From an optimization exercise on the open Yosys and OpenROAD flow, aimed at small area; shortcuts taken in it are not production practice. The RTL was checked by simulation tests, not by an equivalence proof against the original design. Power figures rest on the tool's default switching activity, not on a simulated workload.

## flow/flow/run.sh

```bash
#!/bin/bash
# Standard ORFS flow with two changes:
#  - synthesis maps logic with an area-oriented ABC script (flow/abc_area.script);
#    registers are untouched (same dfflibmap step as the standard synthesis)
#  - adders are left to ABC too (no ADDER_MAP_FILE half/full adder cells)
#  - every input and output port still gets a buffer, but a buf_1 one
set -euo pipefail
rm -rf myscripts
cp -r "$FLOW_HOME/scripts" myscripts
cp flow/abc_area.script myscripts/abc_area.script
export SCRIPTS_DIR="$PWD/myscripts"
export BUFFER_PORTS_ARGS="-buffer_cell sky130_fd_sc_hd__buf_1"
bash standard.sh SCRIPTS_DIR="$PWD/myscripts" ADDER_MAP_FILE= finish > standard.log 2>&1
```

## flow/constraint.sdc

```tcl
create_clock -name core_clock -period 10.0 [get_ports {Clk}]
set_input_delay 2.0000 -clock core_clock [delete_from_list [all_inputs] [get_ports {Clk}]]
set_output_delay 2.0000 -clock core_clock [all_outputs]
set_load 0.01 [all_outputs]
```

## flow/design.v

```verilog
package dataAcqPkg;
  typedef logic [127:0] sensorReadings_t;   
endpackage
`timescale 1ns/100ps
module dataAcqCore (
  input  logic         Clk,
  input  logic         En,
  input  logic [31:0]  cpuCommand,
  input  logic         statusClear,
  input  logic [127:0] sensorReadings,
  output logic [31:0]  resultForCpu,
  output logic [2:0]   statusBits
);
  logic sB, sX, sY;
  logic stIdle, stRun, stRun1, stLoad;
  assign stIdle = !sB && !sX && !sY;
  assign stRun  = sB && !sX;
  assign stRun1 = sB && sY;
  assign stLoad = !sB && sX;
  logic errSticky, doneLatched;
  assign statusBits = {sB, errSticky, doneLatched};
  logic [2:0] cTyp;
  logic [1:0] cMode;
  logic [3:0] cNcc, cCfg;
  logic [5:0] cNs;
  logic       cEdge, cSilc, cUns, cNccNz;
  assign cTyp   = cpuCommand[29:27];
  assign cMode  = cpuCommand[31:30];
  assign cNcc   = cpuCommand[23:20];
  assign cNs    = cpuCommand[23:18];
  assign cCfg   = cpuCommand[3:0];
  assign cEdge  = (cTyp == 3'd1) || (cTyp == 3'd4);
  assign cSilc  = (cTyp == 3'd5);
  assign cUns   = (cTyp == 3'd0) || (cTyp == 3'd3);
  assign cNccNz = |cNcc;
  logic [11:0] ringA [8];
  logic [6:0]  ringB [4];
  logic [2:0]  ph;
  logic [7:0]  v1, v2;   
  logic [2:0]  pendT;    
  logic        pend1, pend2;
  logic [12:0] rVal;
  logic [2:0]  rErr;
  logic [1:0]  rTag;
  logic [2:0]  typ;
  logic [1:0]  mode;
  logic        k1, k2;     
  logic [1:0]  sErr;       
  logic [11:0] lim;        
  logic [12:0] acc;        
  logic [5:0]  slp;        
  logic [11:0] prev;       
  logic isEdge, isSilc, isAna;
  assign isEdge = (typ == 3'd1) || (typ == 3'd4);
  assign isSilc = (typ == 3'd5);
  assign isAna  = (typ == 3'd2) || (typ == 3'd6) || (typ == 3'd7);
  logic [11:0] smp;
  always_comb begin
    case (typ)
      3'd1:    smp = {11'd0, sensorReadings[16]};
      3'd4:    smp = {11'd0, sensorReadings[64]};
      3'd2:    smp = sensorReadings[32 +: 12];
      3'd5:    smp = sensorReadings[80 +: 12];
      3'd6:    smp = sensorReadings[96 +: 12];
      default: smp = sensorReadings[112 +: 12];
    endcase
  end
  logic [2:0]  cPosA;
  logic [1:0]  cPosB;
  logic        cByp;
  logic [11:0] cRef;
  assign cPosA = {cMode[1], cTyp[1] ^ cTyp[2], cTyp[0]} + ph;
  assign cPosB = {cMode[1], cTyp[2]} + ph[1:0];
  assign cByp  = (cMode[1] ? pend2 : pend1) && (cTyp == pendT);
  assign cRef  = cByp ? rVal[11:0] : cEdge ? {5'd0, ringB[cPosB]} : ringA[cPosA];
  logic [2:0]  phN;
  assign phN = ph + 3'd1;
  logic        pendA, pendB, hitA;
  logic [2:0]  pPosA;
  logic [1:0]  pPosB1, pPosB2;
  logic        wA0, wA4, wB0;
  assign pendA  = (pendT == 3'd2) || (pendT == 3'd5) || (pendT == 3'd6) || (pendT == 3'd7);
  assign pendB  = (pendT == 3'd1) || (pendT == 3'd4);
  assign pPosA  = {1'b0, pendT[1] ^ pendT[2], pendT[0]} + phN;
  assign hitA   = pendA && (pPosA[1:0] == 2'd0);
  assign wA0    = hitA && (pPosA[2] ? pend2 : pend1);
  assign wA4    = hitA && (pPosA[2] ? pend1 : pend2);
  assign pPosB1 = {1'b0, pendT[2]} + phN[1:0];
  assign pPosB2 = {1'b1, pendT[2]} + phN[1:0];
  assign wB0    = pendB && ((pend1 && pPosB1 == 2'd0) || (pend2 && pPosB2 == 2'd0));
  always_ff @(posedge Clk) begin
    for (int i = 0; i < 8; i++)
      if (i != 0 && i != 4) ringA[i] <= ringA[i-1];
    ringA[0] <= wA0 ? rVal[11:0] : ringA[7];
    ringA[4] <= wA4 ? rVal[11:0] : ringA[3];
    for (int i = 1; i < 4; i++) ringB[i] <= ringB[i-1];
    ringB[0] <= wB0 ? rVal[6:0] : ringB[3];
  end
  logic cV1, cV2;
  assign cV1 = v1[cTyp];
  assign cV2 = v2[cTyp];
  logic rise, fall, evt, reached, limHit, dc;
  assign rise    = !prev[0] && smp[0];
  assign fall    = smp < prev;
  assign evt     = !stRun1 && fall;
  logic [5:0] slpNext;
  assign slpNext = slp + {5'd0, evt};
  assign reached = isSilc && (&slpNext);
  assign limHit  = (lim == 12'd0);
  assign dc      = limHit || reached;
  logic        accInc;
  logic [12:0] accAdd;
  assign accInc = stRun && (stRun1 || isSilc || (isEdge && rise));
  assign accAdd = (isAna && stRun1) ? {1'b0, smp} : 13'd0;
  always_ff @(posedge Clk) begin
    prev <= smp;
    if (stIdle) begin
      typ  <= cTyp;
      mode <= cMode;
      k1   <= (cMode == 2'b00) ? (!cV1 || cCfg == 4'b0010 || cCfg == 4'b0101) :
              (cMode == 2'b01) ? cV1 : cV2;
      k2   <= (cCfg == 4'b0100) || (cCfg == 4'b0101);
      sErr <= cUns ? 2'b11 : ((cEdge && !cNccNz) || (cSilc && cNs == 6'd0)) ? 2'b01 : 2'b00;
      lim  <= cSilc ? cpuCommand[15:4] :
              (cEdge && cNccNz) ? {4'd0, cNcc - 4'd1, 4'hF} : 12'd0;
      acc  <= (cMode == 2'b00) ? 13'h1FFF : ~{1'b0, cRef};
      slp  <= ~cNs;
    end else begin
      lim <= lim - 12'd1;
      acc <= acc + accAdd + {12'd0, accInc};
      slp <= slpNext;
      if (stRun) begin
        if (isSilc && limHit && !reached) sErr <= 2'b10;
      end
    end
  end
  logic        sensOk, wr1, wr2, okOut;
  logic [2:0]  outErr;
  logic [1:0]  outTag;
  assign sensOk = (sErr == 2'b00);
  always_comb begin
    wr1    = 1'b0;
    wr2    = 1'b0;
    okOut  = 1'b0;
    outTag = 2'b11;
    case (sErr)
      2'b01:   outErr = 3'b100;
      2'b10:   outErr = 3'b101;
      default: outErr = 3'b111;
    endcase
    if (sensOk) begin
      case (mode)
        2'b00: begin
          wr1    = k1;
          wr2    = k2;
          okOut  = 1'b1;
          outTag = 2'b00;
          outErr = (k1 || k2) ? 3'b110 : 3'b001;
        end
        2'b01: begin
          okOut  = k1;
          outTag = k1 ? 2'b01 : 2'b11;
          outErr = k1 ? 3'b001 : 3'b010;
        end
        2'b10: begin
          okOut  = k1;
          outTag = k1 ? 2'b10 : 2'b11;
          outErr = k1 ? 3'b001 : 3'b011;
        end
        default: outErr = 3'b111;
      endcase
    end
  end
  assign resultForCpu = {{4{rVal[12]}}, rVal[11:0], rErr, rTag[1] & rTag[0], rTag, 10'd0};
  always_ff @(posedge Clk or negedge En) begin
    if (!En) begin
      sB          <= 1'b0;
      sX          <= 1'b0;
      sY          <= 1'b0;
      errSticky   <= 1'b0;
      doneLatched <= 1'b0;
      v1          <= '0;
      v2          <= '0;
      rVal        <= '0;
      rErr        <= '0;
      rTag        <= '0;
      ph          <= '0;
      pend1       <= 1'b0;
      pend2       <= 1'b0;
      pendT       <= '0;
    end else begin
      ph <= ph + 3'd1;
      sB <= (stIdle && (cpuCommand != 32'd0)) || stRun;
      sX <= sB && (sX || dc);
      sY <= (stIdle && (cpuCommand != 32'd0)) || (!sB && (sX || sY) && !statusClear);
      if (statusClear) begin
        errSticky   <= 1'b0;
        doneLatched <= 1'b0;
      end else if (stLoad) begin
        doneLatched <= 1'b1;
        if (outErr != 3'b001 && outErr != 3'b110) errSticky <= 1'b1;
      end
      if (stLoad) begin
        for (int i = 0; i < 8; i++) begin
          if (i != 0 && i != 3 && typ == 3'(i)) begin
            if (wr1) v1[i] <= 1'b1;
            if (wr2) v2[i] <= 1'b1;
          end
        end
        pend1 <= wr1;
        pend2 <= wr2;
        pendT <= typ;
        rVal <= okOut ? acc : 13'd0;
        rErr <= outErr;
        rTag <= outTag;
      end
    end
  end
endmodule
```

## flow/standard.sh

```bash
#!/bin/bash
# synth_recipe.tcl (not shown) runs the flow's synth.tcl, then flattens the netlist and writes it again
# the make line also repeats each setting of config.mk as NAME=value (left out here)
make -C /OpenROAD-flow-scripts/flow DESIGN_CONFIG=/design/flow/config.mk WORK_HOME=/design/flow/orfs CLKGATE_MAP_FILE= SYNTH_SCRIPT=/design/flow/synth_recipe.tcl "${@:-finish}"
```

## flow/config.mk

```make
export PLATFORM = sky130hd
export DESIGN_NAME = dataAcqCore
export DESIGN_NICKNAME = dataAcqCore
export VERILOG_FILES = /design/flow/design.v
export SDC_FILE = /design/flow/constraint.sdc
export NUM_CORES = 4
export LEC_CHECK = 0
export ABC_AREA = 1
export CAP_MARGIN = 20
export CORE_MARGIN = 2
export CORE_UTILIZATION = 65
export CTS_BUF_LIST = sky130_fd_sc_hd__clkbuf_16
export CTS_CLUSTER_DIAMETER = 80
export CTS_CLUSTER_SIZE = 30
export SLEW_MARGIN = 20
```

## flow/flow/abc_area.script

```
strash
&get -n
&st
&dc2
&dch -f
&nf -a -R 1000
&put
topo
```

==> impl_metrics.tcl, run 1 <==
set metrics [dict create \
    status "complete, no violations" \
    cpPeakStageDelay_ns 0.55 \
    num_vias 7283 \
    io_pins 198 \
    fin_crit_sh_pct 51.7 \
    worst_ep_required_time_ns 10.19 \
    finalWirelength_um 22200 \
    synth_edf_count 9 \
    p_sw_share_pct 34.1 \
    reg2reg_from "typ[0]" \
    fin_skew_ns 0.0184 \
    max_slew_margin_pct 24.0 \
    path_clk_slew_ns 0.11 \
    nNetsFinal 1160 \
    ir_worst_vdd_mv 0.178 \
    crit_end "sErr[0]" \
    drv_slew 0 \
    maxCapViolations 0 \
    core_um2 13100 \
    tritoncts "done" \
    drc 0 \
    dp_cells 1159 \
    start_util_pct 65.9 \
    cts_buffers 12 \
    clk_path_buf_depth 3 \
    die_area_um2 14200 \
    grt_usage_pct 31.2 \
    finalHoldViolations 0 \
    overflow 0 \
    ys_seq_area_share_pct 54.2 \
    drive_gt1_share_pct 3.29 \
    power_leakage_nw 3.90 \
    clkPwrFrac_pct 24.0 \
    synthFlopType "dfxtp_1" \
    worst_slew_pin_slew_ns 1.14 \
    switchingPower_uw 778 \
    worst_ep_arrival_time_ns 5.35 \
    internal_power_mw 1.51 \
    n_antenna_cell 0 \
    r2r_end "sErr[0]" \
    fin_cells 1178 \
    final_cell_mix "167 x dfxtp_1, 108 x buf_1, 100 x nand2_1" \
    reg2reg_depth 16 \
    fin_setup_tns_ns 0 \
    synth_area_um2 8650 \
    die_h_um 119 \
    drt_first_pass_iters 7 \
    cp_max_fo 5 \
    postCtsSetupBuffers 0 \
    cts_hold_repair.buffers 0 \
    ff2ff_setup_slack_ns 5.52 \
    setup_viol 0 \
    startpoint_type "input pin" \
    htreeDepth 1 \
    first_global_vias 7184 \
    cts.repair.resized 0 \
    power_density_nw_per_um2 235 \
    cts.sinks 219 \
    rsz0062_at_grt "false" \
    power_frac_comb_pct 27.4 \
    critical_path.startpoint "sensorReadings[87]" \
    hold_depth 0 \
    drt_iter0_drc 670 \
    place.gp.congestion 0.918 \
    crit_type "input pin to flop" \
    synthCells 867 \
    clock.fmax_mhz 194 \
    grt_pass1_wl_um 35700 \
    clockRootBuffer "clkbuf_16" \
    rows 42 \
    mostFrequentLayoutCell "dfxtp_1" \
    synth.distinct_cells 52 \
    grt_max_degree 44 \
    pwr-share-seq_pct 48.6 \
    hpwl_um 15900 \
    avgSynthCellArea_um2 9.98 \
    ys_ff_latch 219 \
    die-width_um 119 \
    area_growth_pct 12.1 \
    period_needed_ns 5.17 \
    crit_slowest_cell "a21boi_0" \
    antenna_left 0 \
    viasPerCell 6.18 \
    hold_path_class "flop to flop" \
    async_flop_share_pct 19.6 \
    avgRoutedWirePerCell_um 18.8 \
    antenna_found_initial 0 \
    crit_chain "buf_1 -> a222oi_1 -> a21boi_0 -> nor2_1 -> a21oi_1 -> o211ai_1 -> a2111oi_0 -> nand3_1 -> and4_1 -> and2_0 -> xnor2_1 -> or3_1 -> nor3_1 -> o21ai_0" \
    ys_warn_count 3 \
    portBuffers 109 \
    clk_latency_ns 0.47 \
    end_kind "flop" \
]
==> cells by family (layout without fill, tap and decap cells) <==
logic type                after synthesis  after routing  share of synthesized area [%]
other                                   1             10                         0.0433
muxes                                  38             38                           4.86
DFF                                   219            219                           54.2
AOI/OAI and AO/OA                     266            266                           20.4
xor gates and xnor gates               38             38                           3.85
and+or+nand+nor                       267            267                           14.3
buffers and inverters                  38            164                           2.34
==> worst min-delay path by stage <==
stage	startpoint	end	slack, ns
after floorplan	ringA[0][0]	ringA[1][0]	0.33
after global placement	ringA[0][9]	ringA[1][9]	0.33
after detailed placement	ringA[0][9]	ringA[1][9]	0.33
after CTS	ringA[5][1]	ringA[6][1]	0.35
after global routing	ringA[5][1]	ringA[6][1]	0.35
final	ringA[5][1]	ringA[6][1]	0.35
==> synthesized netlist by cell type (3+ instances only) <==
library cell  instances  share of area, %
or4_1                 3              0.26
o21a_1                3              0.26
nand2_1             100               4.3
edfxtp_1              9               3.1
nand4_1               6              0.43
o21ai_0              68               3.9
mux2_1               32               4.2
mux2i_1               6              0.69
a21o_1               18               1.6
dfxtp_1             167                39
a22o_1               10               1.0
a22oi_1              24               2.1
o211ai_1              6              0.52
xnor2_1              22               2.2
xor2_1               16               1.6
and3_1                8              0.58
buf_4                16               1.4
or3_1                 5              0.36
nor2_1               60               2.6
a221oi_1             14               1.4
nor3b_1               3              0.26
clkinv_1             22              0.95
a222oi_1             17               2.0
dfrtp_1              43                12
or2_0                 6              0.43
nand3_1              23               1.3
o31ai_1               4              0.35
nand2b_1             15               1.1
a21oi_1              59               3.4
a211oi_1              3              0.26
nor3_1               13              0.75
and2_0                6              0.43
o22ai_1               5              0.36
a31oi_1              12              0.87
nor4_1                7              0.51
a221o_1               5              0.58
nor2b_1               9              0.65
==> flip-flops by register name, indices dropped and copies added (netlist names), 3 cells and up <==
name and count:
ringA 96, ringB 28, acc 13, rVal 13, lim 12, prev 12
slp 6, v1 6, v2 6, pendT 3, ph 3, rErr 3
typ 3
==> worst max-delay path, delay by kind of cell <==
kind / cells / cell delay (ns)
xor+xnor: 1 / 0.16
buf+inv: 1 / 0.07
compound gates: 6 / 1.80
simple gates: 6 / 1.32
==> area by class of cell <==
class,count,area (um2)
fill,999,3430
timing repair buffer,123,515
sequential,219,4690
clock buffer,14,350
clock inverter,5,48.8
multi-input combinational,619,3800
tap,176,220
inverter,22,82.6
==> power by group through the flow <==
| stage | Combinational (mW) | Sequential [mW] | Clock, mW |
|---|---|---|---|
| after global routing | 0.704 | 1.12 | 0.580 |
| after CTS | 0.621 | 1.11 | 0.555 |
| after global placement | 0.590 | 1.12 | 0 |
| after detailed placement | 0.616 | 1.12 | 0 |
| after floorplan | 0.445 | 1.10 | 0 |
| final | 0.626 | 1.11 | 0.548 |
==> layer usage <==
layer / track usage (%) / part of all wire, %
met1: 39.4 / 41
met2: 55.4 / 50
met4: 10.6 / 2.9
met5: 0 / 0
met3: 4.21 / 5.9
==> metrics by stage <==
step	total power [mW]	util [%]	area (um2)	setup WS, ns	hold WS (ns)
6_report	2.28	73.9	9700	4.83	0.346
3_3_place_gp	1.71	70.8	9300	4.49	0.326
3_5_place_dp	1.74	70.8	9300	4.41	0.331
2_1_floorplan	1.55	-	8690	5.01	0.326
5_1_grt	2.41	73.9	9700	4.56	0.348
4_1_cts	2.28	73.8	9700	4.86	0.350
==> inputs of run 2 (changes only) <==
--- a/flow/config.mk
+++ b/flow/config.mk
@@ -10,6 +10,6 @@
 export CORE_MARGIN = 2
-export CORE_UTILIZATION = 65
-export CTS_BUF_LIST = sky130_fd_sc_hd__clkbuf_16
-export CTS_CLUSTER_DIAMETER = 80
-export CTS_CLUSTER_SIZE = 30
+export CORE_UTILIZATION = 75
+export CTS_BUF_LIST = sky130_fd_sc_hd__clkbuf_8
+export CTS_CLUSTER_DIAMETER = 40
+export CTS_CLUSTER_SIZE = 20
 export SLEW_MARGIN = 20
==> impl_metrics.tcl, run 2 <==
set metrics [dict create \
    ys_ff_latch 219 \
    avgRoutedWirePerCell_um 20.2 \
    min_from "ringA[0][7]" \
    startpoint_type "input pin" \
    cpPeakStageDelay_ns 1.05 \
    drc 0 \
    drv_slew 0 \
    synthFlopType "dfxtp_1" \
    synthCells 867 \
    clockRootBuffer "clkbuf_8" \
    die-width_um 111 \
    rsz0062_at_grt "false" \
    core_um2 11300 \
    fin_cells 1173 \
    start_util_pct 76.4 \
    cts_hold_repair.buffers 0 \
    dp_cells 1123 \
    io_pins 198 \
    n_antenna_cell 0 \
    grt_usage_pct 37.9 \
    rows 39 \
    synth_edf_count 9 \
    place.gp.congestion 0.933 \
    hold_end "ringA[1][7]" \
    antenna_left 0 \
    htreeDepth 1 \
    setup_viol 0 \
    status "complete, no violations" \
    cts.sinks 219 \
    worst_ep_arrival_time_ns 5.89 \
    hold_depth 0 \
    synth_commonest_cells "167 x dfxtp_1, 100 x nand2_1, 68 x o21ai_0, 60 x nor2_1, 59 x a21oi_1" \
    reg2reg_from "typ[0]" \
    clk_latency_ns 0.60 \
    ff2ff_setup_slack_ns 5.39 \
    grt_max_degree 44 \
    synth.largest_area_cell "dfxtp_1" \
    clock.fmax_mhz 185 \
    end_kind "flop" \
    largest_reg_flops 96 \
    ys_seq_area_share_pct 54.2 \
    hpwl_um 15800 \
    area_growth_pct 14.5 \
    power_leakage_nw 4.02 \
    drt_first_pass_iters 8 \
    fin_crit_sh_pct 54.1 \
    postCtsSetupBuffers 0 \
    power_density_nw_per_um2 253 \
    synth_area_um2 8650 \
    finalWirelength_um 23700 \
    reg_top3 "ringA: 96 flops, ringB: 28 flops" \
    worst_ep_required_time_ns 10.47 \
    path_buf_inv 1 \
    path_delay_family "simple AND/OR/NAND/NOR gates" \
    avgSynthCellArea_um2 9.98 \
    top_register "ringA" \
    nNetsFinal 1172 \
    worst_slew_pin_slew_ns 1.25 \
    synth.most_common_cell "dfxtp_1" \
    finalHoldViolations 0 \
    crit_slowest_cell "nor2b_1" \
    cp_max_fo 16 \
    ys_top_cells_by_area "dfxtp_1 39%, dfrtp_1 12%, nand2_1 4.3%" \
    max_slew_margin_pct 16.5 \
    drt_iter0_drc 926 \
    maxCapViolations 0 \
    cts.repair.resized 0 \
    path_clk_slew_ns 0.11 \
    grt_pass1_wl_um 38100 \
    die_h_um 111 \
    ir_worst_vdd_mv 0.188 \
    async_flop_share_pct 19.6 \
    mostFrequentLayoutCell "dfxtp_1" \
    crit_chain "buf_1 -> xnor2_1 -> xnor2_1 -> a21oi_1 -> xnor2_1 -> nor2b_1 -> a22oi_1 -> nand4_1 -> a21oi_1 -> nor3_1 -> a21oi_1" \
    drive_gt1_share_pct 6.12 \
    cts_buffers 27 \
    r2r_end "sErr[0]" \
    final_cell_mix "167 x dfxtp_1, 108 x buf_1, 100 x nand2_1" \
    viasPerCell 6.51 \
    crit_type "input pin to flop" \
    period_needed_ns 5.41 \
    ys_warn_count 3 \
    synth.distinct_cells 52 \
    antenna_found_initial 0 \
    fin_setup_tns_ns 0 \
    hold_path_class "flop to flop" \
    overflow 0 \
    clk_path_buf_depth 3 \
    num_vias 7634 \
    portBuffers 109 \
    tritoncts "done" \
    first_global_vias 7710 \
    die_area_um2 12400 \
    synth_top_area_share_pct 38.6 \
    reg2reg_depth 16 \
    fin_skew_ns 0.0729 \
    final_util_pct 87.5 \
]
==> run 2: cell counts after synthesis <==
Identical to the previous run, type by type.
==> run 2: layout make-up <==
type,count,area (um2)
inverters,22,82.6
clock buffers,28,385
multi-input cells,619,3800
well taps,143,179
flip-flops and latches,219,4690
repair buffers,120,493
clock inverters,22,278
fillers,596,1420
==> run 2: stage by stage <==
step | hold slack (ns) | setup WS, ns | total power, mW | cell area, um2
finish | 0.348 | 4.59 | 2.50 | 9910
CTS | 0.347 | 4.67 | 2.49 | 9900
global route | 0.349 | 4.37 | 2.62 | 9910
global placement | 0.327 | 4.33 | 1.70 | 9240
floorplan | 0.326 | 5.01 | 1.55 | 8690
detailed placement | 0.332 | 4.17 | 1.73 | 9240
==> run 2: kinds of logic after synthesis <==
family / synth area share (%)
AND/OR/NAND/NOR: 14.3
AO/OA/AOI/OAI: 20.4
flip-flops: 54.2
XOR/XNOR: 3.85
multiplexers: 4.86
buffers and inverters: 2.34
other: 0.0433
==> run 2: worst max-delay path by stage <==
stage                             startpoint       to  slack [ns]  depth (start not counted)
after detailed placement      cpuCommand[29]   acc[4]        4.17                         11
after CTS                     cpuCommand[29]   acc[3]        4.67                         12
final                         cpuCommand[29]   acc[4]        4.59                         11
after global placement        cpuCommand[29]   acc[3]        4.33                         12
after floorplan           sensorReadings[87]  sErr[0]        5.01                         13
after global routing          cpuCommand[29]   acc[0]        4.37                         12
==> run 2: layer usage <==
metal | global-route usage (%) | vias up | wire (um)
li1 | - | 3476 | -
met1 | 46.0 | 3598 | 8930
met2 | 66.5 | 484 | 11700
met3 | 6.70 | 76 | 2140
met4 | 17.0 | 0 | 869
met5 | 0 | - | 0
==> run 2: power breakdown <==
group          internal, mW  total (mW)  switching [mW]  leakage [nW]
Sequential             1.00        1.11           0.110          2.03
Clock                 0.353       0.756           0.402         0.336
Combinational         0.241       0.635           0.394          1.66
==> inputs of run 3 (changes only) <==
--- a/flow/config.mk
+++ b/flow/config.mk
@@ -10,6 +10,6 @@
 export CORE_MARGIN = 2
-export CORE_UTILIZATION = 75
+export CORE_UTILIZATION = 65
 export CTS_BUF_LIST = sky130_fd_sc_hd__clkbuf_8
-export CTS_CLUSTER_DIAMETER = 40
-export CTS_CLUSTER_SIZE = 20
+export CTS_CLUSTER_DIAMETER = 50
+export CTS_CLUSTER_SIZE = 16
 export SLEW_MARGIN = 20
==> impl_metrics.tcl, run 3 <==
set metrics [dict create \
    fin_setup_tns_ns 0 \
    busiest_layer "met2" \
    clk_latency_ns 0.52 \
    area_growth_pct 11.8 \
    n_antenna_cell 0 \
    largest_reg_flops 96 \
    power_leakage_nw 3.90 \
    place.gp.congestion 0.918 \
    seq_area_um2 4690 \
    use_met1_pct 40.5 \
    max_slew_margin_pct 21.6 \
    end_kind "flop" \
    synth_top_area_share_pct 38.6 \
    clockRootBuffer "clkbuf_8" \
    multi_input_area_um2 3800 \
    cp_max_fo 12 \
    worst_ep_required_time_ns 10.40 \
    synth.most_common_cell "dfxtp_1" \
    core_um2 13100 \
    ys_top_cells_by_area "dfxtp_1 39%, dfrtp_1 12%, nand2_1 4.3%" \
    synth_edf_count 9 \
    maxCapViolations 0 \
    ys_seq_area_share_pct 54.2 \
    path_clk_slew_ns 0.10 \
    htreeDepth 1 \
    ir_worst_vdd_mv 0.163 \
    synth_commonest_cells "167 x dfxtp_1, 100 x nand2_1, 68 x o21ai_0, 60 x nor2_1, 59 x a21oi_1" \
    startpoint_type "input pin" \
    async_flop_share_pct 19.6 \
    overflow 0 \
    avgSynthCellArea_um2 9.98 \
    ys_ff_latch 219 \
    ff2ff_setup_slack_ns 5.58 \
    hold_path_class "flop to flop" \
    drt_iter0_drc 585 \
    synthCells 867 \
    die_area_um2 14200 \
    synth_area_um2 8650 \
    finalHoldViolations 0 \
    rsz0062_at_grt "false" \
    final_util_pct 73.6 \
    drc 0 \
    synthFlopType "dfxtp_1" \
    postCtsSetupBuffers 0 \
    drive_gt1_share_pct 4.33 \
    grt_use_met2_pct 55.0 \
    final_cell_area_um2 9670 \
    worst_slew_pin_slew_ns 1.17 \
    synth.largest_area_cell "dfxtp_1" \
    cts_hold_repair.buffers 0 \
    first_global_vias 7290 \
    worst_ep_arrival_time_ns 5.49 \
    cts.sinks 219 \
    viasPerCell 6.14 \
    clock.fmax_mhz 196 \
    drt_first_pass_iters 7 \
    rows 42 \
    fin_crit_sh_pct 51.0 \
    die-width_um 119 \
    grt_usage_pct 31.4 \
    start_util_pct 65.9 \
    synth.distinct_cells 52 \
    mostFrequentLayoutCell "dfxtp_1" \
    finalWirelength_um 22300 \
    num_vias 7307 \
    portBuffers 109 \
    io_pins 198 \
    hpwl_um 15900 \
    crit_type "input pin to flop" \
    antenna_found_initial 0 \
    antenna_left 0 \
    tritoncts "done" \
    clk_path_buf_depth 3 \
    nNetsFinal 1168 \
    fillers 1010 \
    grt_pass1_wl_um 36000 \
    power_density_nw_per_um2 232 \
    reg_top3 "ringA: 96 flops, ringB: 28 flops" \
    avgRoutedWirePerCell_um 18.7 \
    status "complete, no violations" \
    fin_skew_ns 0.0209 \
    grtUsageMet3_pct 4.41 \
    setup_viol 0 \
    top_register "ringA" \
    period_needed_ns 5.10 \
    die_h_um 119 \
    cts_buffers 20 \
    final_cell_mix "167 x dfxtp_1, 108 x buf_1, 100 x nand2_1" \
    ys_warn_count 3 \
    drv_slew 0 \
    grt_max_degree 44 \
    dpl-instance-area_um2 9300 \
    cts.repair.resized 0 \
]
==> run 3: cell families (layout without fill, tap and decap cells) <==
group | Yosys count | after routing | share of synthesized area [%]
AND/OR/NAND/NOR | 267 | 267 | 14.3
AO/OA/AOI/OAI | 266 | 266 | 20.4
flip-flops | 219 | 219 | 54.2
XOR/XNOR | 38 | 38 | 3.85
multiplexers | 38 | 38 | 4.86
buffers and inverters | 38 | 177 | 2.34
other | 1 | 10 | 0.0433
==> run 3: path summary, 6_finish.rpt <==
path,from,to,depth (start not counted)
setup / recovery,cpuCommand[28],acc[0],12
hold / removal,ringA[0][9],ringA[1][9],0
setup reg to reg,typ[1],sErr[1],18
hold reg to reg,ringA[0][9],ringA[1][9],0
max in group asynchronous,En,rVal[7],2
min in group asynchronous,En,rErr[0],2
==> run 3: cell type report <==
type | instances | area share (%)
sequential | 219 | 48.5
multi-input combinational | 619 | 39.2
timing repair buffer | 123 | 5.33
clock buffer | 21 | 2.99
tap | 176 | 2.28
inverter | 22 | 0.854
clock inverter | 11 | 0.828
==> run 3: where the power goes <==
part           switching (mW)  internal, mW  leakage [nW]
registers               0.108          1.00          2.03
logic                   0.382         0.242          1.67
clock network           0.307         0.207         0.208
total                   0.797          1.45          3.90
==> run 3: metal layers <==
layer  up-vias  wire [um]  part of all wire (%)
met5         -          0                     0
met1      3523       9200                    41
li1       3442          -                     -
met2       303      11100                    50
met4         0        513                   2.3
met3        39       1460                   6.6
==> run 3: stage by stage <==
stage / hold slack (ns) / std cells / setup WS, ns / total power [mW]
final: 0.349 / 1191 / 4.90 / 2.25
after global routing: 0.349 / 1191 / 4.62 / 2.38
after CTS: 0.350 / 1191 / 4.91 / 2.25
after detailed placement: 0.331 / 1159 / 4.41 / 1.74
after global placement: 0.326 / 1159 / 4.49 / 1.71
after floorplan: 0.326 / 876 / 5.01 / 1.55
==> run 3: critical path: stages <==
cell and delay [ns]:
buf_1 0.40, xnor2_1 0.17, xnor2_1 0.34, a21oi_1 0.14
xnor2_1 0.53, nor2b_1 0.97, a22o_1 0.29, a221oi_1 0.06
a31oi_1 0.29, nor3_1 0.08, nor2_1 0.16, a21oi_1 0.06
==> inputs of run 4 (changes only) <==
--- a/flow/design.v
+++ b/flow/design.v
@@ -37,4 +37,5 @@
   logic [6:0]  ringB [4];
+  logic [7:0]  ringAv;   
+  logic [3:0]  ringBv;
   logic [2:0]  ph;
-  logic [7:0]  v1, v2;   
   logic [2:0]  pendT;    
@@ -75,2 +76,4 @@
   assign cRef  = cByp ? rVal[11:0] : cEdge ? {5'd0, ringB[cPosB]} : ringA[cPosA];
+  logic cV;
+  assign cV = cByp || (cEdge ? ringBv[cPosB] : ringAv[cPosA]);
   logic [2:0]  phN;
@@ -90,2 +93,4 @@
   assign wB0    = pendB && ((pend1 && pPosB1 == 2'd0) || (pend2 && pPosB2 == 2'd0));
+  always_ff @(posedge Clk)
+    if (stLoad) pendT <= typ;
   always_ff @(posedge Clk) begin
@@ -98,5 +103,2 @@
   end
-  logic cV1, cV2;
-  assign cV1 = v1[cTyp];
-  assign cV2 = v2[cTyp];
   logic rise, fall, evt, reached, limHit, dc;
@@ -119,4 +121,3 @@
       mode <= cMode;
-      k1   <= (cMode == 2'b00) ? (!cV1 || cCfg == 4'b0010 || cCfg == 4'b0101) :
-              (cMode == 2'b01) ? cV1 : cV2;
+      k1   <= (cMode == 2'b00) ? (!cV || cCfg == 4'b0010 || cCfg == 4'b0101) : cV;
       k2   <= (cCfg == 4'b0100) || (cCfg == 4'b0101);
@@ -181,4 +182,4 @@
       doneLatched <= 1'b0;
-      v1          <= '0;
-      v2          <= '0;
+      ringAv      <= '0;
+      ringBv      <= '0;
       rVal        <= '0;
@@ -189,5 +190,10 @@
       pend2       <= 1'b0;
-      pendT       <= '0;
     end else begin
       ph <= ph + 3'd1;
+      for (int i = 0; i < 8; i++)
+        if (i != 0 && i != 4) ringAv[i] <= ringAv[i-1];
+      ringAv[0] <= wA0 || ringAv[7];
+      ringAv[4] <= wA4 || ringAv[3];
+      for (int i = 1; i < 4; i++) ringBv[i] <= ringBv[i-1];
+      ringBv[0] <= wB0 || ringBv[3];
       sB <= (stIdle && (cpuCommand != 32'd0)) || stRun;
@@ -203,11 +209,4 @@
       if (stLoad) begin
-        for (int i = 0; i < 8; i++) begin
-          if (i != 0 && i != 3 && typ == 3'(i)) begin
-            if (wr1) v1[i] <= 1'b1;
-            if (wr2) v2[i] <= 1'b1;
-          end
-        end
         pend1 <= wr1;
         pend2 <= wr2;
-        pendT <= typ;
         rVal <= okOut ? acc : 13'd0;
==> flow/flow/abc_area.script (replaced) <==
strash
&get -n
&st
&deepsyn -T 60
&dch -f
&nf -a -R 1000
&put
topo
==> impl_metrics.tcl, run 4 <==
set metrics [dict create \
    status "complete, no violations" \
    ir_worst_vdd_mv 0.171 \
    synth.largest_area_cell "dfxtp_1" \
    ff2ff_setup_slack_ns 3.78 \
    io_pins 198 \
    clockRootBuffer "clkbuf_8" \
    max_slew_margin_pct 22.2 \
    cts_hold_repair.buffers 0 \
    clk_path_buf_depth 3 \
    cpPeakStageDelay_ns 0.39 \
    multi_input_area_um2 3390 \
    synthFlopType "dfxtp_1" \
    worst_ep_arrival_time_ns 7.06 \
    synth_commonest_cells "167 x dfxtp_1, 79 x nand2_1, 60 x nor2_1, 48 x a21oi_1, 40 x dfrtp_1" \
    die_area_um2 13700 \
    drive_gt1_share_pct 4.93 \
    power_density_nw_per_um2 239 \
    drc 0 \
    drt_first_pass_iters 6 \
    final_cell_mix "167 x dfxtp_1, 108 x buf_1, 79 x nand2_1" \
    mostFrequentLayoutCell "dfxtp_1" \
    power_leakage_nw 3.62 \
    dpl-instance-area_um2 8900 \
    crit_slowest_cell "o31ai_1" \
    drt_iter0_drc 694 \
    viasPerCell 6.04 \
    nNetsFinal 1085 \
    seq_area_um2 4700 \
    top_register "ringA" \
    grt_max_degree 41 \
    r2r_end "acc[11]" \
    ys_warn_count 3 \
    synth_area_um2 8280 \
    synth.most_common_cell "dfxtp_1" \
    die_h_um 117 \
    startpoint_type "input pin" \
    synthCells 786 \
    hold_end "ringB[2][1]" \
    hpwl_um 14400 \
    start_util_pct 66.1 \
    finalHoldViolations 0 \
    synth_edf_count 12 \
    overflow 0 \
    period_needed_ns 6.64 \
    ys_seq_area_share_pct 56.8 \
    area_growth_pct 12.7 \
    ys_top_cells_by_area "dfxtp_1 40%, dfrtp_1 12%, edfxtp_1 4.4%" \
    rows 41 \
    crit_type "input pin to flop" \
    hold_path_class "flop to flop" \
    clock.fmax_mhz 151 \
    final_cell_area_um2 9330 \
    clk_latency_ns 0.51 \
    num_vias 6682 \
    path_clk_slew_ns 0.10 \
    die-width_um 117 \
    cts_buffers 21 \
    n_antenna_cell 0 \
    portBuffers 109 \
    setup_viol 0 \
    avgRoutedWirePerCell_um 18.3 \
    tritoncts "done" \
    maxCapViolations 0 \
    cp_max_fo 3 \
    hold_depth 0 \
    fin_skew_ns 0.0239 \
    cts.repair.resized 0 \
    end_kind "flop" \
    worst_slew_pin_slew_ns 1.16 \
    ys_ff_latch 219 \
    largest_reg_flops 96 \
    fin_crit_sh_pct 66.4 \
    core_um2 12500 \
    cts.sinks 219 \
    avgSynthCellArea_um2 10.5 \
    antenna_found_initial 0 \
    postCtsSetupBuffers 0 \
    reg_top3 "ringA: 96 flops, ringB: 28 flops" \
    synth_top_area_share_pct 40.4 \
    rsz0062_at_grt "false" \
    htreeDepth 1 \
    antenna_left 0 \
    fillers 950 \
    async_flop_share_pct 18.3 \
    reg2reg_from "typ[0]" \
    synth.distinct_cells 50 \
    finalWirelength_um 20200 \
    place.gp.congestion 0.852 \
    min_from "ringB[1][1]" \
    worst_ep_required_time_ns 10.42 \
    reg2reg_depth 30 \
    drv_slew 0 \
    fin_setup_tns_ns 0 \
    first_global_vias 6421 \
    grt_usage_pct 29.6 \
    grt_pass1_wl_um 31900 \
]
run 4: worst max path at each step:
stage	start	end	slack [ns]	cells after the start
4_1_cts	sensorReadings[16]	acc[11]	3.38	31
5_1_grt	sensorReadings[16]	acc[12]	2.84	31
3_5_place_dp	sensorReadings[16]	acc[11]	2.89	31
3_3_place_gp	sensorReadings[16]	acc[11]	3.11	31
6_report	sensorReadings[16]	acc[11]	3.36	31
2_1_floorplan	sensorReadings[16]	acc[11]	3.56	30
run 4: area by class of cell:
class                   count  share of cell area, %
clock inverters            13                   1.34
well taps                 172                   2.31
multi-input cells         533                   36.3
clock buffers              22                   3.25
inverters                  27                   1.09
repair buffers            120                   5.26
flip-flops and latches    219                   50.4
run 4: logic make-up (layout without fill, tap and decap cells):
kind of cell	after synthesis	in the layout	share of synthesized area (%)
adders and majority gates	5	5	0.605
AOI/OAI and AO/OA	198	198	16.9
DFF	219	219	56.8
other	1	10	0.0453
and+or+nand+nor	244	244	13.8
muxes	35	35	4.72
xor gates and xnor gates	41	41	4.34
buffers and inverters	43	182	2.68
run 4: critical path: cells and delay by family:
family          cells  cell delay (ns)
fa+ha+maj           4             1.25
compound gates      8             1.42
buf+inv             2             0.15
simple gates       12             1.50
xor+xnor            5             0.75
run 4: where the power goes:
| group | total, mW | internal, mW | switching, mW |
|---|---|---|---|
| clock network | 0.555 | 0.243 | 0.312 |
| registers | 1.12 | 1.01 | 0.103 |
| logic | 0.562 | 0.236 | 0.326 |
| total | 2.23 | 1.49 | 0.742 |
run 4: routing by layer:
| metal | GRT usage (%) | part of all wire, % | wire [um] | vias up |
|---|---|---|---|---|
| met5 | 0 | 0 | 0 | - |
| met4 | 8.47 | 2.5 | 498 | 0 |
| met3 | 4.22 | 6.9 | 1390 | 44 |
| met2 | 50.9 | 48 | 9710 | 279 |
| met1 | 39.4 | 43 | 8590 | 3214 |
| li1 | - | - | - | 3145 |
run 4: metrics by stage:
| step | power [mW] | setup slack (ns) | utilization [%] | hold slack [ns] | instances |
|---|---|---|---|---|---|
| floorplan | 1.52 | 3.56 | - | 0.323 | 795 |
| global placement | 1.65 | 3.11 | 71.1 | 0.330 | 1070 |
| detailed placement | 1.69 | 2.89 | 71.1 | 0.332 | 1070 |
| CTS | 2.24 | 3.38 | 74.5 | 0.345 | 1105 |
| global route | 2.36 | 2.84 | 74.5 | 0.343 | 1106 |
| finish | 2.23 | 3.36 | 74.5 | 0.351 | 1106 |
==> inputs of run 5 (changes only) <==
--- a/flow/flow/run.sh
+++ b/flow/flow/run.sh
@@ -5,3 +5,4 @@
 #  - adders are left to ABC too (no ADDER_MAP_FILE half/full adder cells)
-#  - every input and output port still gets a buffer, but a buf_1 one
+#  - every input and output port still gets a buffer, but a buf_1 one, and the
+#    buffers synthesis puts on outputs sharing a net (insbuf) are buf_1 too
 set -euo pipefail
@@ -12,2 +13,2 @@
 export BUFFER_PORTS_ARGS="-buffer_cell sky130_fd_sc_hd__buf_1"
-bash standard.sh SCRIPTS_DIR="$PWD/myscripts" ADDER_MAP_FILE= finish > standard.log 2>&1
+bash standard.sh SCRIPTS_DIR="$PWD/myscripts" ADDER_MAP_FILE= "MIN_BUF_CELL_AND_PORTS=sky130_fd_sc_hd__buf_1 A X" finish > standard.log 2>&1
==> impl_metrics.tcl, run 5 <==
set metrics [dict create \
    status "complete, no violations" \
    cts.repair.resized 0 \
    period_needed_ns 6.74 \
    area_growth_pct 12.7 \
    synth_mux_area_share_pct 4.75 \
    hpwl_um 14200 \
    htreeDepth 1 \
    fin_skew_ns 0.0205 \
    drt_first_pass_iters 6 \
    grt_pass1_wl_um 31700 \
    ys_seq_area_share_pct 57.3 \
    synth_compound_area_share_pct 17.1 \
    clock.fmax_mhz 148 \
    finalHoldViolations 0 \
    ys_warn_count 3 \
    startpoint_type "input pin" \
    first_global_vias 6315 \
    n_antenna_cell 0 \
    ir_worst_vdd_mv 0.184 \
    reg_top3 "ringA: 96 flops, ringB: 28 flops" \
    io_pins 198 \
    start_util_pct 65.9 \
    drive_gt1_share_pct 4.20 \
    viasPerCell 6.03 \
    clk_path_buf_depth 3 \
    hold_path_class "flop to flop" \
    synthFlopType "dfxtp_1" \
    fin_setup_tns_ns 0 \
    synth_fa_ha_area_share_pct 0.609 \
    cpMostUsedCell "a21oi_1" \
    die-width_um 116 \
    postCtsSetupBuffers 0 \
    cts_hold_repair.buffers 0 \
    max_slew_margin_pct 21.1 \
    worst_ep_arrival_time_ns 7.14 \
    antenna_left 0 \
    async_flop_share_pct 18.3 \
    synth_top_area_share_pct 40.7 \
    cts.sinks 219 \
    mostFrequentLayoutCell "dfxtp_1" \
    rows 41 \
    grt_max_degree 41 \
    end_kind "flop" \
    fillers 935 \
    synth.most_common_cell "dfxtp_1" \
    drc 0 \
    finalWirelength_um 20100 \
    synth_edf_count 12 \
    core_um2 12500 \
    ys_ff_latch 219 \
    ys_top_cells_by_area "dfxtp_1 41%, dfrtp_1 12%, edfxtp_1 4.4%" \
    top_register "ringA" \
    rsz0062_at_grt "false" \
    synthCells 786 \
    nNetsFinal 1082 \
    maxCapViolations 0 \
    synth-simple-area-share_pct 13.9 \
    portBuffers 109 \
    synth.distinct_cells 50 \
    clockRootBuffer "clkbuf_8" \
    cts_buffers 19 \
    drt_iter0_drc 600 \
    final_cell_mix "167 x dfxtp_1, 108 x buf_1, 79 x nand2_1" \
    die_h_um 116 \
    drv_slew 0 \
    path_delay_family "simple AND/OR/NAND/NOR gates" \
    synth-xor-area-share_pct 4.37 \
    final_util_pct 74.2 \
    worst_ep_required_time_ns 10.40 \
    worst_slew_pin_slew_ns 1.18 \
    path_buf_inv 2 \
    avgSynthCellArea_um2 10.5 \
    synth_top_family_by_area "compound AO/OA/AOI/OAI gates" \
    power_density_nw_per_um2 236 \
    die_area_um2 13600 \
    tritoncts "done" \
    cp_max_fo 3 \
    grt_usage_pct 29.9 \
    setup_viol 0 \
    cpPeakStageDelay_ns 0.38 \
    num_vias 6637 \
    ff2ff_setup_slack_ns 3.66 \
    overflow 0 \
    synth_area_um2 8220 \
    synth.largest_area_cell "dfxtp_1" \
    avgRoutedWirePerCell_um 18.3 \
    clk_latency_ns 0.53 \
    synth_commonest_cells "167 x dfxtp_1, 79 x nand2_1, 60 x nor2_1, 48 x a21oi_1, 40 x dfrtp_1" \
    path_clk_slew_ns 0.10 \
    fin_crit_sh_pct 67.4 \
    power_leakage_nw 3.57 \
    place.gp.congestion 0.880 \
    crit_type "input pin to flop" \
    crit_slowest_cell "maj3_1" \
    largest_reg_flops 96 \
    antenna_found_initial 0 \
]
run 5: cell types whose count changed in the layout (fill, tap and decap cells not counted), sizes merged:
cell	before	now
buf	120	119
clkbuf	22	19
clkinv	32	30
clkinvlp	0	2
inv	7	5
run 5: layer usage:
layer / track usage, % / routed length (um)
met1: 39.9 / 8740
met4: 6.98 / 465
met3: 4.62 / 1140
met5: 0 / 0
met2: 51.8 / 9790
run 5: metrics by stage:
step                cell area [um2]  hold WS [ns]  std cells  setup WS [ns]  power [mW]
floorplan                      8250         0.323        795           3.56        1.52
global placement               8890         0.329       1070           3.11        1.65
detailed placement             8890         0.328       1070           2.81        1.69
CTS                            9250         0.348       1100           3.32        2.19
global route                   9260         0.347       1100           2.70        2.31
finish                         9260         0.344       1100           3.26        2.19
run 5: cells by family (layout without fill, tap and decap cells):
| family | after synthesis | in the layout |
|---|---|---|
| simple gates | 244 | 244 |
| flops | 219 | 219 |
| compound gates | 198 | 198 |
| buf+inv | 43 | 176 |
| xor+xnor | 41 | 41 |
| mux | 35 | 35 |
| fa+ha+maj | 5 | 5 |
| other cells | 1 | 10 |
run 5: worst paths after layout:
path                               startpoint           to  cells past startpoint
max                        sensorReadings[16]      acc[12]                     31
min                               ringA[4][1]  ringA[5][1]                      0
max reg2reg                            typ[0]      acc[12]                     30
min reg2reg                       ringA[4][1]  ringA[5][1]                      0
max in group asynchronous                  En      rVal[8]                      1
min in group asynchronous                  En    ringBv[0]                      1
run 5: final cells by class:
cell class | count | area, um2 | share of cell area, %
clock buffers | 19 | 262 | 2.83
clock inverters | 11 | 97.6 | 1.05
inverters | 27 | 101 | 1.10
multi-input cells | 533 | 3390 | 36.6
flip-flops and latches | 219 | 4700 | 50.8
well taps | 172 | 215 | 2.33
repair buffers | 119 | 485 | 5.25
run 5: worst reg2reg max path: cells and delay by family (launching register included):
kind,cells,cell delay [ns]
xor gates and xnor gates,4,0.69
DFF,1,0.52
AOI/OAI and AO/OA,8,1.24
adders and majority gates,4,1.26
buffers and inverters,1,0.08
and+or+nand+nor,13,2.43
run 5: report_power, final:
part	total (mW)	internal [mW]	switching, mW
sequential	1.11	1.01	0.102
clock	0.509	0.210	0.298
combinational	0.566	0.236	0.330
total	2.19	1.46	0.730
==> inputs of run 6 (changes only) <==
--- a/flow/design.v
+++ b/flow/design.v
@@ -57,2 +57,10 @@
   assign isAna  = (typ == 3'd2) || (typ == 3'd6) || (typ == 3'd7);
+  logic [2:0]  posA;
+  logic [1:0]  posB;
+  logic        hit;
+  logic [11:0] tap;
+  assign posA = {mode[1], typ[1] ^ typ[2], typ[0]} + ph;
+  assign posB = {mode[1], typ[2]} + ph[1:0];
+  assign hit  = isEdge ? (posB == 2'd0) : (posA[1:0] == 2'd0);
+  assign tap  = isEdge ? {5'd0, ringB[0]} : posA[2] ? ringA[4] : ringA[0];
   logic [11:0] smp;
@@ -70,8 +78,10 @@
   logic [1:0]  cPosB;
-  logic        cByp;
-  logic [11:0] cRef;
-  assign cPosA = {cMode[1], cTyp[1] ^ cTyp[2], cTyp[0]} + ph;
-  assign cPosB = {cMode[1], cTyp[2]} + ph[1:0];
-  assign cByp  = (cMode[1] ? pend2 : pend1) && (cTyp == pendT);
-  assign cRef  = cByp ? rVal[11:0] : cEdge ? {5'd0, ringB[cPosB]} : ringA[cPosA];
+  logic        cByp, cHit, cRefMode;
+  logic [11:0] cTap;
+  assign cPosA    = {cMode[1], cTyp[1] ^ cTyp[2], cTyp[0]} + ph;
+  assign cPosB    = {cMode[1], cTyp[2]} + ph[1:0];
+  assign cByp     = (cMode[1] ? pend2 : pend1) && (cTyp == pendT);
+  assign cHit     = cEdge ? (cPosB == 2'd0) : (cPosA[1:0] == 2'd0);
+  assign cTap     = cEdge ? {5'd0, ringB[0]} : cPosA[2] ? ringA[4] : ringA[0];
+  assign cRefMode = (cMode != 2'b00);
   logic cV;
@@ -112,6 +122,15 @@
   assign dc      = limHit || reached;
-  logic        accInc;
-  logic [12:0] accAdd;
-  assign accInc = stRun && (stRun1 || isSilc || (isEdge && rise));
-  assign accAdd = (isAna && stRun1) ? {1'b0, smp} : 13'd0;
+  logic        needRef, incPend, stDone;
+  logic        refAdd, inc0, ana0, lateInc, accCin;
+  logic [12:0] accAdd, accSum;
+  assign stDone  = sB && sX;
+  assign refAdd  = needRef && hit && !stIdle;
+  assign inc0    = stRun && (stRun1 || isSilc || (isEdge && rise));
+  assign ana0    = isAna && stRun1;
+  assign lateInc = stDone && incPend;
+  assign accCin  = refAdd || inc0 || ana0 || lateInc;
+  assign accAdd  = refAdd ? {1'b1, ~tap} :
+                   ana0 ? {1'b0, smp} :
+                   (lateInc && isAna) ? {1'b0, prev} : 13'd0;
+  assign accSum  = acc + accAdd + {12'd0, accCin};
   always_ff @(posedge Clk) begin
@@ -126,3 +145,6 @@
               (cEdge && cNccNz) ? {4'd0, cNcc - 4'd1, 4'hF} : 12'd0;
-      acc  <= (cMode == 2'b00) ? 13'h1FFF : ~{1'b0, cRef};
+      acc  <= (cRefMode && cByp) ? ~{1'b0, rVal[11:0]} :
+              (cRefMode && cHit) ? ~{1'b0, cTap} : 13'h1FFF;
+      needRef <= cRefMode && !cByp && !cHit;
+      incPend <= 1'b0;
       slp  <= ~cNs;
@@ -130,3 +152,5 @@
       lim <= lim - 12'd1;
-      acc <= acc + accAdd + {12'd0, accInc};
+      acc <= accSum;
+      if (refAdd) needRef <= 1'b0;
+      if (refAdd && (inc0 || ana0)) incPend <= 1'b1;
       slp <= slpNext;
@@ -211,3 +235,3 @@
         pend2 <= wr2;
-        rVal <= okOut ? acc : 13'd0;
+        rVal <= okOut ? accSum : 13'd0;
         rErr <= outErr;
--- a/flow/config.mk
+++ b/flow/config.mk
@@ -12,4 +12,4 @@
 export CTS_BUF_LIST = sky130_fd_sc_hd__clkbuf_8
-export CTS_CLUSTER_DIAMETER = 50
-export CTS_CLUSTER_SIZE = 16
+export CTS_CLUSTER_DIAMETER = 45
+export CTS_CLUSTER_SIZE = 18
 export SLEW_MARGIN = 20
==> impl_metrics.tcl, run 6 <==
set metrics [dict create \
    fin_skew_ns 0.0229 \
    hold_depth 0 \
    final_cell_mix "168 x dfxtp_1, 108 x buf_1, 82 x nand2_1" \
    num_vias 6281 \
    setup_viol 0 \
    avgSynthCellArea_um2 10.8 \
    maxCapViolations 0 \
    fin_crit_sh_pct 73.4 \
    clock.fmax_mhz 136 \
    die_h_um 116 \
    synth_fa_ha_area_share_pct 1.24 \
    ys_seq_area_share_pct 58.8 \
    met2_length_um 8810 \
    ys_top_cells_by_area "dfxtp_1 42%, dfrtp_1 12%, edfxtp_1 4.8%" \
    ys_ff_latch 221 \
    cts.repair.resized 0 \
    ys_warn_count 3 \
    clk_latency_ns 0.53 \
    io_pins 198 \
    cts_hold_repair.buffers 0 \
    worst_ep_arrival_time_ns 7.71 \
    grt_usage_pct 29.4 \
    start_util_pct 67.1 \
    portBuffers 109 \
    grt_max_degree 41 \
    rsz0062_at_grt "false" \
    synth_compound_area_share_pct 15.3 \
    cts_buffers 20 \
    final_util_pct 76.0 \
    grt_pass1_wl_um 30700 \
    final_cell_area_um2 9170 \
    synth_mux_area_share_pct 4.98 \
    synth_commonest_cells "168 x dfxtp_1, 82 x nand2_1, 43 x nor2_1, 40 x dfrtp_1, 40 x o21ai_0" \
    nNetsFinal 1042 \
    synth.largest_area_cell "dfxtp_1" \
    power_density_nw_per_um2 285 \
    dpl-instance-area_um2 8750 \
    hold_path_class "flop to flop" \
    mostFrequentLayoutCell "dfxtp_1" \
    synth_top_family_by_area "compound AO/OA/AOI/OAI gates" \
    drc 0 \
    worst_slew_pin_slew_ns 1.17 \
    hold_end "ringA[6][10]" \
    critical_path.startpoint "typ[1]" \
    place.gp.congestion 0.928 \
    cpPeakStageDelay_ns 0.57 \
    max_slew_margin_pct 22.0 \
    synth-simple-area-share_pct 11.8 \
    htreeDepth 1 \
    drt_first_pass_iters 6 \
    wl_met1_um 8370 \
    async_flop_share_pct 18.1 \
    postCtsSetupBuffers 0 \
    synth_area_um2 8090 \
    die_area_um2 13400 \
    route.met3.wl_um 1490 \
    synth.most_common_cell "dfxtp_1" \
    cpMostUsedCell "maj3_1" \
    end_kind "flop" \
    finalWirelength_um 19300 \
    drive_gt1_share_pct 4.93 \
    status "complete, no violations" \
    synthCells 747 \
    clk_path_buf_depth 3 \
    ff2ff_setup_slack_ns 2.66 \
    overflow 0 \
    tritoncts "done" \
    largest_reg_flops 96 \
    top_register "ringA" \
    worst_ep_required_time_ns 10.37 \
    finalHoldViolations 0 \
    reg2reg_from "typ[1]" \
    min_from "ringA[5][10]" \
    rows 40 \
    synth_top_area_share_pct 41.6 \
    ir_worst_vdd_mv 0.172 \
    dr.max_layer_used "met4" \
    antenna_found_initial 0 \
    synthFlopType "dfxtp_1" \
    r2r_end "rVal[12]" \
    crit_slowest_cell "edfxtp_1" \
    startpoint_type "flop" \
    antenna_left 0 \
    period_needed_ns 7.34 \
    reg_top3 "ringA: 96 flops, ringB: 28 flops" \
    die-width_um 116 \
    power_leakage_nw 3.58 \
    cts.sinks 221 \
    n_antenna_cell 0 \
    viasPerCell 5.92 \
    fin_setup_tns_ns 0 \
    path_clk_slew_ns 0.10 \
    path_delay_family "adder cells" \
    avgRoutedWirePerCell_um 18.2 \
    crit_type "flop to flop" \
    clockRootBuffer "clkbuf_8" \
    synth.distinct_cells 54 \
    synth_edf_count 13 \
    core_um2 12100 \
    synth-xor-area-share_pct 5.85 \
    hpwl_um 13500 \
    drv_slew 0 \
    drt_iter0_drc 521 \
    area_growth_pct 13.4 \
    path_buf_inv 3 \
    cp_max_fo 13 \
    reg2reg_depth 25 \
    first_global_vias 6004 \
]
run 6: cell type report:
cell class                      instances  area (um2)
Sequential cell                       221        4750
Tap cell                              168         210
Clock inverter                         15         124
Multi-Input combinational cell        491        3220
Timing Repair Buffer                  117         470
Inverter                               28         105
Fill cell                             853        2890
Clock buffer                           21         289
run 6: power breakdown:
part | total, mW | switching [mW] | leakage, nW | internal (mW)
clock | 0.539 | 0.323 | 0.229 | 0.216
sequential | 1.25 | 0.146 | 1.99 | 1.10
combinational | 0.821 | 0.468 | 1.36 | 0.353
run 6: layer usage:
layer,vias up,global-route usage (%)
met5,-,0
met4,0,11.9
met3,51,5.13
met2,272,46.3
met1,2999,40.9
li1,2959,-
run 6: worst max path at each step:
stage | endpoint | depth (start not counted)
6_report | rVal[12] | 25
5_1_grt | rVal[12] | 25
4_1_cts | rVal[12] | 25
3_5_place_dp | rVal[12] | 26
3_3_place_gp | rVal[12] | 26
2_1_floorplan | rVal[12] | 25
run 6: kinds of logic after synthesis:
logic type | after synthesis
flip-flops | 221
adder cells (fa/ha/maj) | 10
XOR/XNOR | 54
other | 1
multiplexers | 36
AO/OA/AOI/OAI | 176
AND/OR/NAND/NOR | 205
buffers and inverters | 44
run 6: stage by stage:
stage	std cells	setup WS [ns]	hold WS (ns)	power [mW]
after detailed placement	1025	2.38	0.312	2.07
final	1061	2.66	0.328	2.61
after global placement	1025	2.44	0.310	2.02
after CTS	1061	2.75	0.330	2.61
after floorplan	756	3.13	0.310	1.84
after global routing	1061	2.22	0.331	2.77
==> inputs of run 7 (changes only) <==
--- a/flow/config.mk
+++ b/flow/config.mk
@@ -12,4 +12,4 @@
 export CTS_BUF_LIST = sky130_fd_sc_hd__clkbuf_8
-export CTS_CLUSTER_DIAMETER = 45
-export CTS_CLUSTER_SIZE = 18
+export CTS_CLUSTER_DIAMETER = 40
+export CTS_CLUSTER_SIZE = 14
 export SLEW_MARGIN = 20
==> impl_metrics.tcl, run 7 <==
set metrics [dict create \
    status "complete, no violations" \
    clk_path_buf_depth 3 \
    postCtsSetupBuffers 0 \
    cts.sinks 221 \
    drive_gt1_share_pct 6.41 \
    largest_reg_flops 96 \
    clk_latency_ns 0.55 \
    avgRoutedWirePerCell_um 18.4 \
    switchingPower_uw 953 \
    grt_max_degree 41 \
    startpoint_type "flop" \
    tritoncts "done" \
    rows 40 \
    synth-xor-area-share_pct 5.85 \
    hpwl_um 13500 \
    power_frac_comb_pct 28.9 \
    drt_first_pass_iters 5 \
    final_cell_area_um2 9420 \
    fillers 810 \
    synth.most_common_cell "dfxtp_1" \
    synth.largest_area_cell "dfxtp_1" \
    avgSynthCellArea_um2 10.8 \
    n_antenna_cell 0 \
    die_area_um2 13400 \
    final_cell_mix "168 x dfxtp_1, 108 x buf_1, 82 x nand2_1" \
    min_from "ringA[5][10]" \
    nNetsFinal 1048 \
    crit_type "flop to flop" \
    cp_max_fo 13 \
    synth.distinct_cells 54 \
    finalHoldViolations 0 \
    place_ws_ns 2.38 \
    path_clk_slew_ns 0.09 \
    path_delay_family "adder cells" \
    period_needed_ns 7.30 \
    viasPerCell 5.93 \
    synth_area_um2 8090 \
    synth-simple-area-share_pct 11.8 \
    top_register "ringA" \
    ff2ff_setup_slack_ns 2.70 \
    grt_pass1_wl_um 31200 \
    ys_top_cells_by_area "dfxtp_1 42%, dfrtp_1 12%, edfxtp_1 4.8%" \
    die-width_um 116 \
    core_um2 12100 \
    reg2reg_from "typ[1]" \
    antenna_found_initial 0 \
    cpPeakStageDelay_ns 0.56 \
    io_pins 198 \
    synth_compound_area_share_pct 15.3 \
    dpl-instance-area_um2 8750 \
    ys_warn_count 3 \
    p_sw_share_pct 33.6 \
    cts_buffers 26 \
    hold_end "ringA[6][10]" \
    internal_power_mw 1.89 \
    synth_top_family_by_area "compound AO/OA/AOI/OAI gates" \
    hold_depth 0 \
    power_leakage_nw 3.69 \
    cpMostUsedCell "maj3_1" \
    synthFlopType "dfxtp_1" \
    overflow 0 \
    worst_ep_arrival_time_ns 7.70 \
    mostFrequentLayoutCell "dfxtp_1" \
    max_slew_margin_pct 25.7 \
    drc 0 \
    setup_viol 0 \
    clockRootBuffer "clkbuf_8" \
    reg_top3 "ringA: 96 flops, ringB: 28 flops" \
    num_vias 6365 \
    fin_skew_ns 0.0138 \
    finalWirelength_um 19700 \
    async_flop_share_pct 18.1 \
    power_density_nw_per_um2 301 \
    ir_worst_vdd_mv 0.155 \
    reg2reg_depth 25 \
    fin_crit_sh_pct 73.0 \
    worst_slew_pin_slew_ns 1.11 \
    hold_path_class "flop to flop" \
    crit_slowest_cell "edfxtp_1" \
    cts.repair.resized 0 \
    portBuffers 109 \
    pwr-share-seq_pct 44.1 \
    path_buf_inv 3 \
    maxCapViolations 0 \
    synth_edf_count 13 \
    place.gp.congestion 0.928 \
    synth_mux_area_share_pct 4.98 \
    synth_top_area_share_pct 41.6 \
    end_kind "flop" \
    worst_ep_required_time_ns 10.40 \
    finalWorstSetupSlack_ns 2.70 \
    area_growth_pct 16.4 \
    start_util_pct 67.1 \
    rsz0062_at_grt "false" \
    ys_ff_latch 221 \
    clkPwrFrac_pct 27.0 \
    drv_slew 0 \
    synthCells 747 \
    ys_seq_area_share_pct 58.8 \
    grt_usage_pct 30.1 \
    htreeDepth 1 \
    synth_fa_ha_area_share_pct 1.24 \
    fin_setup_tns_ns 0 \
    seq_area_um2 4750 \
    antenna_left 0 \
    cts_hold_repair.buffers 0 \
    synth_commonest_cells "168 x dfxtp_1, 82 x nand2_1, 43 x nor2_1, 40 x dfrtp_1, 40 x o21ai_0" \
    die_h_um 116 \
    r2r_end "rVal[12]" \
    first_global_vias 6148 \
    multi_input_area_um2 3220 \
    clock.fmax_mhz 137 \
    drt_iter0_drc 506 \
]
-- run 7: cell count changes in the layout (fill, tap and decap cells not counted) --
| cell | change |
|---|---|
| clkbuf_8 | +7 |
| bufinv_16 | +6 |
| clkinv_2 | +3 |
| clkinv_8 | -2 |
| inv_1 | -2 |
| clkinvlp_4 | +1 |
| inv_8 | -1 |
-- run 7: worst register-to-register path, stage by stage (launching register included) --
cell      delay [ns]
edfxtp_1        0.56
or3_1           0.46
nand2_1         0.09
nor2_1          0.04
or4_1           0.47
o41ai_1         0.17
nor2b_1         0.28
and2_0          0.39
a21oi_1         0.26
a41oi_1         0.21
maj3_1          0.46
maj3_1          0.42
maj3_1          0.42
maj3_1          0.43
maj3_1          0.41
clkinv_1        0.08
maj3_1          0.22
maj3_1          0.23
clkinv_1        0.09
maj3_1          0.40
clkinv_1        0.06
a21o_1          0.15
a21oi_1         0.12
maj3_1          0.37
xnor2_1         0.24
o21ai_0         0.10
-- run 7: cell type report --
type                       count  share of cell area (%)
timing repair buffer         117                    4.99
tap                          168                    2.23
clock inverter                20                    2.92
clock buffer                  28                    4.09
multi-input combinational    491                    34.2
sequential                   221                    50.5
inverter                      28                    1.12
-- run 7: logic make-up (layout without fill, tap and decap cells) --
kind of cell | Yosys count | count (layout)
flip-flops | 221 | 221
AND/OR/NAND/NOR | 205 | 205
AO/OA/AOI/OAI | 176 | 176
XOR/XNOR | 54 | 54
buffers and inverters | 44 | 193
multiplexers | 36 | 36
adder cells (fa/ha/maj) | 10 | 10
other | 1 | 10
-- run 7: worst max path at each step --
stage                     to  slack [ns]  depth (start not counted)                from
floorplan           rVal[12]        3.13                         25  sensorReadings[16]
global placement    rVal[12]        2.44                         26  sensorReadings[16]
detailed placement  rVal[12]        2.38                         26  sensorReadings[16]
CTS                 rVal[12]        2.75                         25              typ[1]
global route        rVal[12]        2.19                         26              typ[2]
finish              rVal[12]        2.70                         25              typ[1]
-- run 7: power by group through the flow --
stage          clock network (mW)  registers, mW  logic (mW)
2_1_floorplan                   0           1.23       0.602
3_3_place_gp                    0           1.25       0.773
3_5_place_dp                    0           1.27       0.805
4_1_cts                     0.773           1.25       0.816
5_1_grt                     0.808           1.27       0.918
6_report                    0.766           1.25       0.821
-- run 7: stage by stage --
step / power, mW / std cells / utilization (%) / hold slack (ns)
floorplan: 1.84 / 756 / - / 0.310
CTS: 2.84 / 1073 / 78.0 / 0.329
detailed placement: 2.07 / 1025 / 72.6 / 0.312
finish: 2.84 / 1073 / 78.1 / 0.324
global route: 3.00 / 1073 / 78.1 / 0.336
global placement: 2.02 / 1025 / 72.6 / 0.310
-- run 7: metal layers --
metal,vias up,wire [um],global-route usage (%)
met5,-,0,0
met4,0,759,14.5
met3,58,1280,4.97
met2,278,9130,48.2
met1,3048,8550,40.2
li1,2981,-,-

==> re-timing with driven ports <==
The flow's constraints put no driver on any port. The routed layouts listed below were extracted and timed again, unchanged, in two steps.
Step 1 (the two cells are an assumption about what drives the block):
set clk [get_ports {Clk}]
set_driving_cell -lib_cell sky130_fd_sc_hd__clkbuf_16 $clk
set_driving_cell -lib_cell sky130_fd_sc_hd__buf_2 [delete_from_list [all_inputs] $clk]
Step 2 adds t to the input delays and takes it off the output delays; t is the mean of the earliest and latest rising clock arrival at the registers after step 1. Input paths then give back, and output paths get back, about the clock's delay inside the block.
a / b / c = ideal / step 1 / step 2; a / b = the first two.
| run | shift t [ns] | setup WS [ns] | slew at the worst register clock pin (ns) |
|---|---|---|---|
| run 1 | 0.509 | 4.833 / 4.861 / 4.352 | 0.11 / 0.11 |
| run 2 | 0.601 | 4.586 / 4.592 / 3.990 | 0.11 / 0.11 |
| run 3 | 0.546 | 4.905 / 4.911 / 4.364 | 0.10 / 0.10 |
| run 4 | 0.533 | 3.357 / 3.365 / 2.832 | 0.10 / 0.10 |
| run 5 | 0.545 | 3.261 / 3.270 / 2.725 | 0.10 / 0.10 |
| run 6 | 0.554 | 2.656 / 2.656 / 2.216 | 0.10 / 0.10 |
| run 7 | 0.583 | 2.696 / 2.696 / 2.199 | 0.09 / 0.09 |
After both steps every run listed still meets setup and hold. The setup slack of run 2, which loses most, moves by +0.006 ns with the drivers and by -0.596 ns with both steps.
